This is an optimization exercise on Yosys and OpenROAD, whose aim is small area, a short achievable clock period and few clock cycles per item, not a production implementation.
The RTL was checked by simulation tests, not by an equivalence proof against the original design.
Power is estimated from default activity; no workload was simulated.

==> job 2663: inputs <==
// roberts_stream_conv_ctrl
module roberts_stream_conv_ctrl #(
  parameter int ROWS = 512,
  parameter int COLS = 512,
  parameter int CW   = 10
) (
  input  logic       clk,
  input  logic       rst,
  input  logic       k_wr_en,
  input  logic [1:0] k_wr_idx,
  input  logic [7:0] k_wr_data,
  input  logic       start,
  output logic       busy,
  output logic       done,
  input  logic       s_valid,
  output logic       s_ready,
  input  logic [7:0] s_data,
  output logic       m_valid,
  input  logic       m_ready,
  output logic [7:0] m_data,
  output logic       m_last
);
clock: 12.0 ns
lec_check: 0
abc_area: 1
cap_margin: 20
core_margin: 2
core_utilization: 55
cts_cluster_diameter: 60
cts_cluster_size: 30
slew_margin: 20
standard.sh (not shown) runs the stock make flow with config.mk's settings and CLKGATE_MAP_FILE= SYNTH_SCRIPT=/design/flow/synth_recipe.tcl, a recipe that flattens the netlist after the stock synthesis.
==> flow/flow/run.sh <==
#!/bin/bash
# Layout flow: the standard ORFS flow (standard.sh, unchanged synthesis and
# steps), with these tool options changed:
#  - the port buffers that buffer_ports inserts are buf_4 cells instead of the
#    default clkdlybuf4s50_1 delay cells (every port still gets its buffer);
#  - repair_timing aims for a larger setup slack margin, so it sizes the
#    critical paths for a shorter period than the constraint's 12 ns;
#  - clock tree synthesis clusters up to 30 sinks per leaf buffer and inserts
#    no dummy loads.
# The SDC, clock period, I/O delays and loads are the standard flow's, untouched.
set -euo pipefail
export BUFFER_PORTS_ARGS="-buffer_cell sky130_fd_sc_hd__buf_4"
export SETUP_SLACK_MARGIN=8.25
export CTS_ARGS="-sink_clustering_enable -repair_clock_nets -sink_clustering_size 30 -sink_clustering_max_diameter 60 -dont_use_dummy_load"
bash standard.sh > standard_flow.log 2>&1
==> inputs of job 3315, as changes to job 2663 <==
--- a/flow/config.mk
+++ b/flow/config.mk
@@ -10,3 +10,3 @@
 export CORE_MARGIN = 2
-export CORE_UTILIZATION = 55
+export CORE_UTILIZATION = 70
 export CTS_CLUSTER_DIAMETER = 60
==> notes.md <==
| quantity | job 3315 | job 2663 |
|---|---|---|
| Switching share of power | 32.5% | 32.4% |
| Post-CTS setup-driven buffer insertion count | 3 | 1 |
| Area of all sequential standard cells | 88000 um^2 | 88000 um^2 |
| Multi-input combinational cell area | 13800 um^2 | 13800 um^2 |
| Final non-filler cell area | 111000 um^2 | 112000 um^2 |
| Final-layout non-clock buffer area share | 0.679% | 0.631% |
| Min-delay src | ring[2889] | ring[3950] |
| Run status | finished clean | finished clean |
| Tapcells | 1930 | 2495 |
| Die outline area | 151000 um^2 | 192000 um^2 |
| Final Power | 0.0315 W | 0.0316 W |
| Launch point of the worst reg-to-reg path | k_q[19] | k_q[13] |
| Met1 Usage GRT | 35.7% | 27.9% |
| Post-Place Worst Slack | 7710 ps | 7710 ps |
| Area Growth Syn to Fin | 6.78% | 7.64% |
| Power in combinational cells | 0.00964 W | 0.00951 W |
| Leakage power | 44.7 nW | 44.8 nW |
| Achievable Freq | 267 MHz | 265 MHz |
| Drt initial violations | 3080 | 3111 |
| Max-slew headroom | 37.6% | 25.4% |
| Sequential portion of the cell area | 79.5% | 78.9% |
| Ratio of routed vias to standard cells | 5.15 | 4.75 |
| Clock-net power | 0.00656 W | 0.00669 W |
Testbench counts of job 2663, summed over its fixed seeds: cycles 2,097,200, items 2,097,152.
Testbench counts of job 3315, summed over its fixed seeds: cycles 2,097,200, items 2,097,152.

==> run a: inputs <==
Another version of the RTL of roberts_stream_conv_ctrl (not shown whole).
==> module roberts_mac_corr, before the edit <==
module roberts_mac_corr (
  input  logic [7:0] k0, k1, k2, k3,
  output logic [17:0] corr
);
  logic [8:0] nsum;
  assign nsum = {2'b0, k0[7], 1'b0, k0[5], 1'b0, k0[3], 1'b0, k0[1]}
              + {2'b0, k1[7], 1'b0, k1[5], 1'b0, k1[3], 1'b0, k1[1]}
              + {2'b0, k2[7], 1'b0, k2[5], 1'b0, k2[3], 1'b0, k2[1]}
              + {2'b0, k3[7], 1'b0, k3[5], 1'b0, k3[3], 1'b0, k3[1]};
  assign corr = {9'b0, nsum} - {nsum, 9'b0};
endmodule
==> flow/config.mk <==
export PLATFORM = sky130hd
export DESIGN_NAME = roberts_stream_conv_ctrl
export DESIGN_NICKNAME = roberts_stream_conv_ctrl
export VERILOG_FILES = /design/flow/design.v
export SDC_FILE = /design/flow/constraint.sdc
export NUM_CORES = 4
export LEC_CHECK = 0
export ABC_AREA = 1
export CAP_MARGIN = 20
export CORE_MARGIN = 2
export CORE_UTILIZATION = 55
export CTS_CLUSTER_DIAMETER = 60
export CTS_CLUSTER_SIZE = 30
export SLEW_MARGIN = 20
==> flow/constraint.sdc <==
create_clock -name core_clock -period 12.0 [get_ports {clk}]
set_input_delay 2.4000 -clock core_clock [delete_from_list [all_inputs] [get_ports {clk}]]
set_output_delay 2.4000 -clock core_clock [all_outputs]
set_load 0.01 [all_outputs]
==> flow/flow/run.sh <==
#!/bin/bash
# Layout flow: the standard ORFS flow (standard.sh, unchanged synthesis and
# steps), with these tool options changed:
#  - the port buffers that buffer_ports inserts are buf_4 cells instead of the
#    default clkdlybuf4s50_1 delay cells (every port still gets its buffer);
#  - repair_timing aims for a larger setup slack margin, so it sizes the
#    critical paths for a shorter period than the constraint's 12 ns;
#  - clock tree synthesis clusters up to 30 sinks per leaf buffer and inserts
#    no dummy loads.
# The SDC, clock period, I/O delays and loads are the standard flow's, untouched.
set -euo pipefail
export BUFFER_PORTS_ARGS="-buffer_cell sky130_fd_sc_hd__buf_4"
export SETUP_SLACK_MARGIN=8.2
export CTS_ARGS="-sink_clustering_enable -repair_clock_nets -sink_clustering_size 30 -sink_clustering_max_diameter 60 -dont_use_dummy_load"
bash standard.sh > standard_flow.log 2>&1
==> run b (differences from run a) <==
--- a/flow/design.v
+++ b/flow/design.v
@@ -620,9 +620,36 @@
   output logic [17:0] corr
 );
-  logic [8:0] nsum;
-  assign nsum = {2'b0, k0[7], 1'b0, k0[5], 1'b0, k0[3], 1'b0, k0[1]}
-              + {2'b0, k1[7], 1'b0, k1[5], 1'b0, k1[3], 1'b0, k1[1]}
-              + {2'b0, k2[7], 1'b0, k2[5], 1'b0, k2[3], 1'b0, k2[1]}
-              + {2'b0, k3[7], 1'b0, k3[5], 1'b0, k3[3], 1'b0, k3[1]};
-  assign corr = {9'b0, nsum} - {nsum, 9'b0};
+  assign corr = 18'd88064
+              + ({17'b0, k0[1]} << 0)
+              + ({17'b0, ~k0[1]} << 9)
+              + ({17'b0, k0[3]} << 2)
+              + ({17'b0, ~k0[3]} << 11)
+              + ({17'b0, k0[5]} << 4)
+              + ({17'b0, ~k0[5]} << 13)
+              + ({17'b0, k0[7]} << 6)
+              + ({17'b0, ~k0[7]} << 15)
+              + ({17'b0, k1[1]} << 0)
+              + ({17'b0, ~k1[1]} << 9)
+              + ({17'b0, k1[3]} << 2)
+              + ({17'b0, ~k1[3]} << 11)
+              + ({17'b0, k1[5]} << 4)
+              + ({17'b0, ~k1[5]} << 13)
+              + ({17'b0, k1[7]} << 6)
+              + ({17'b0, ~k1[7]} << 15)
+              + ({17'b0, k2[1]} << 0)
+              + ({17'b0, ~k2[1]} << 9)
+              + ({17'b0, k2[3]} << 2)
+              + ({17'b0, ~k2[3]} << 11)
+              + ({17'b0, k2[5]} << 4)
+              + ({17'b0, ~k2[5]} << 13)
+              + ({17'b0, k2[7]} << 6)
+              + ({17'b0, ~k2[7]} << 15)
+              + ({17'b0, k3[1]} << 0)
+              + ({17'b0, ~k3[1]} << 9)
+              + ({17'b0, k3[3]} << 2)
+              + ({17'b0, ~k3[3]} << 11)
+              + ({17'b0, k3[5]} << 4)
+              + ({17'b0, ~k3[5]} << 13)
+              + ({17'b0, k3[7]} << 6)
+              + ({17'b0, ~k3[7]} << 15);
 endmodule
==> flow/flow/run.sh (replaced) <==
#!/bin/bash
# Layout flow: the standard ORFS flow (standard.sh, unchanged synthesis and
# steps), with two tool options changed:
#  - the port buffers that buffer_ports inserts are buf_4 cells instead of the
#    default clkdlybuf4s50_1 delay cells (every port still gets its buffer);
#  - repair_timing aims for a larger setup slack margin, so it sizes the
#    critical paths for a shorter period than the constraint's 12 ns.
# The SDC, clock period, I/O delays and loads are the standard flow's, untouched.
set -euo pipefail
export BUFFER_PORTS_ARGS="-buffer_cell sky130_fd_sc_hd__buf_4"
export SETUP_SLACK_MARGIN=8.2
bash standard.sh > standard_flow.log 2>&1
ABC_AREA = not set   (was 1)
==> run c (differences from run a) <==
--- a/flow/design.v
+++ b/flow/design.v
@@ -620,9 +620,36 @@
   output logic [17:0] corr
 );
-  logic [8:0] nsum;
-  assign nsum = {2'b0, k0[7], 1'b0, k0[5], 1'b0, k0[3], 1'b0, k0[1]}
-              + {2'b0, k1[7], 1'b0, k1[5], 1'b0, k1[3], 1'b0, k1[1]}
-              + {2'b0, k2[7], 1'b0, k2[5], 1'b0, k2[3], 1'b0, k2[1]}
-              + {2'b0, k3[7], 1'b0, k3[5], 1'b0, k3[3], 1'b0, k3[1]};
-  assign corr = {9'b0, nsum} - {nsum, 9'b0};
+  assign corr = 18'd88064
+              + ({17'b0, k0[1]} << 0)
+              + ({17'b0, ~k0[1]} << 9)
+              + ({17'b0, k0[3]} << 2)
+              + ({17'b0, ~k0[3]} << 11)
+              + ({17'b0, k0[5]} << 4)
+              + ({17'b0, ~k0[5]} << 13)
+              + ({17'b0, k0[7]} << 6)
+              + ({17'b0, ~k0[7]} << 15)
+              + ({17'b0, k1[1]} << 0)
+              + ({17'b0, ~k1[1]} << 9)
+              + ({17'b0, k1[3]} << 2)
+              + ({17'b0, ~k1[3]} << 11)
+              + ({17'b0, k1[5]} << 4)
+              + ({17'b0, ~k1[5]} << 13)
+              + ({17'b0, k1[7]} << 6)
+              + ({17'b0, ~k1[7]} << 15)
+              + ({17'b0, k2[1]} << 0)
+              + ({17'b0, ~k2[1]} << 9)
+              + ({17'b0, k2[3]} << 2)
+              + ({17'b0, ~k2[3]} << 11)
+              + ({17'b0, k2[5]} << 4)
+              + ({17'b0, ~k2[5]} << 13)
+              + ({17'b0, k2[7]} << 6)
+              + ({17'b0, ~k2[7]} << 15)
+              + ({17'b0, k3[1]} << 0)
+              + ({17'b0, ~k3[1]} << 9)
+              + ({17'b0, k3[3]} << 2)
+              + ({17'b0, ~k3[3]} << 11)
+              + ({17'b0, k3[5]} << 4)
+              + ({17'b0, ~k3[5]} << 13)
+              + ({17'b0, k3[7]} << 6)
+              + ({17'b0, ~k3[7]} << 15);
 endmodule
==> notes.md <==
Multi-input gates: run c 2,166; run b 1,969; run a 2,150
Initial Utilization: run c 0.554; run b 0.555; run a 0.553
Worst-case headroom to the max-slew limit: run c 0.358; run b 0.201; run a 0.324
Clock network power consumption: run c 0.00668 W; run b 0.00756 W; run a 0.00671 W
Internal power of the cells: run c 0.0217 W; run b 0.0210 W; run a 0.0216 W
Total Routed Length: run c 182,000 um; run b 179,000 um; run a 181,000 um
Per-instance average area after synthesis: run c 14.7 um2; run b 15.7 um2; run a 14.7 um2
Gpl congestion: run c 0.874; run b 0.847; run a 0.878
Share of power burned in registers: run c 0.481; run b 0.510; run a 0.481
Compound-gate portion of the synthesized area: run c 0.0511; run b 0.0339; run a 0.0500
Per-cell via count in the routed design: run c 4.75; run b 4.69; run a 4.74
Vias after detailed routing: run c 46,023; run b 44,663; run a 45,943
Slack of the worst reg-to-reg path: run c 8.11 ns; run b 8.16 ns; run a 8.17 ns
Proportion of layout cells with a drive suffix above 1: run c 0.0686; run b 0.136; run a 0.0715
Outcome: run c finished clean; run b finished clean; run a finished clean
Buffers inserted by post-CTS timing repair: run c 30; run b 81; run a 25
Largest net degree at the start of global routing: run c 93; run b 51; run a 79
Total Die Area: run c 0.193 mm2; run b 0.195 mm2; run a 0.192 mm2
Clk pwr share: run c 0.209; run b 0.254; run a 0.211
Critical Path Most Common Cell: run c sky130_fd_sc_hd__fa_2; run b sky130_fd_sc_hd__fa_2; run a sky130_fd_sc_hd__fa_1
Testbench counts of run a, summed over its fixed seeds: cycles 2,097,200, items 2,097,152.
Testbench counts of run b, summed over its fixed seeds: cycles 2,097,200, items 2,097,152.
Testbench counts of run c, summed over its fixed seeds: cycles 2,097,200, items 2,097,152.

static timing again, ports no longer ideal:
How much do the figures lean on ideal ports? The routed layouts below were timed once more, with nothing changed but the port constraints.
Step 1 assumes that a clkbuf_16 drives the clock port and a buf_2 every other input.
Step 2 adds t to the input delays and takes it off the output delays; t is the mean of the earliest and latest rising clock arrival at the registers after step 1. Input paths then give back, and output paths get back, about the clock's delay inside the block.
Slacks: ideal / step 1 / step 2; pairs: ideal / step 1.
run	t, ns	slack for setup (ns)	worst hold slack (ns)	worst setup path at the end	worst slew at a driven data input, ns
job 2663	0.885	8.225 / 8.142 / 7.725	0.253 / 0.253 / 0.253	input to register	0.04
job 3315	0.855	8.258 / 8.172 / 7.746	0.242 / 0.242 / 0.242	input to register	0.04
run a	0.886	8.174 / 8.162 / 7.712	0.255 / 0.255 / 0.255	input to register	0.11
run b	0.917	8.156 / 8.140 / 7.709	0.312 / 0.312 / 0.312	input to register	0.04
run c	0.887	8.113 / 8.113 / 7.729	0.259 / 0.259 / 0.259	input to register	0.10
After both steps every run listed still meets setup and hold. For job 3315, which loses most, drivers alone change the setup slack by -0.086 ns; drivers and shift together by -0.512 ns.
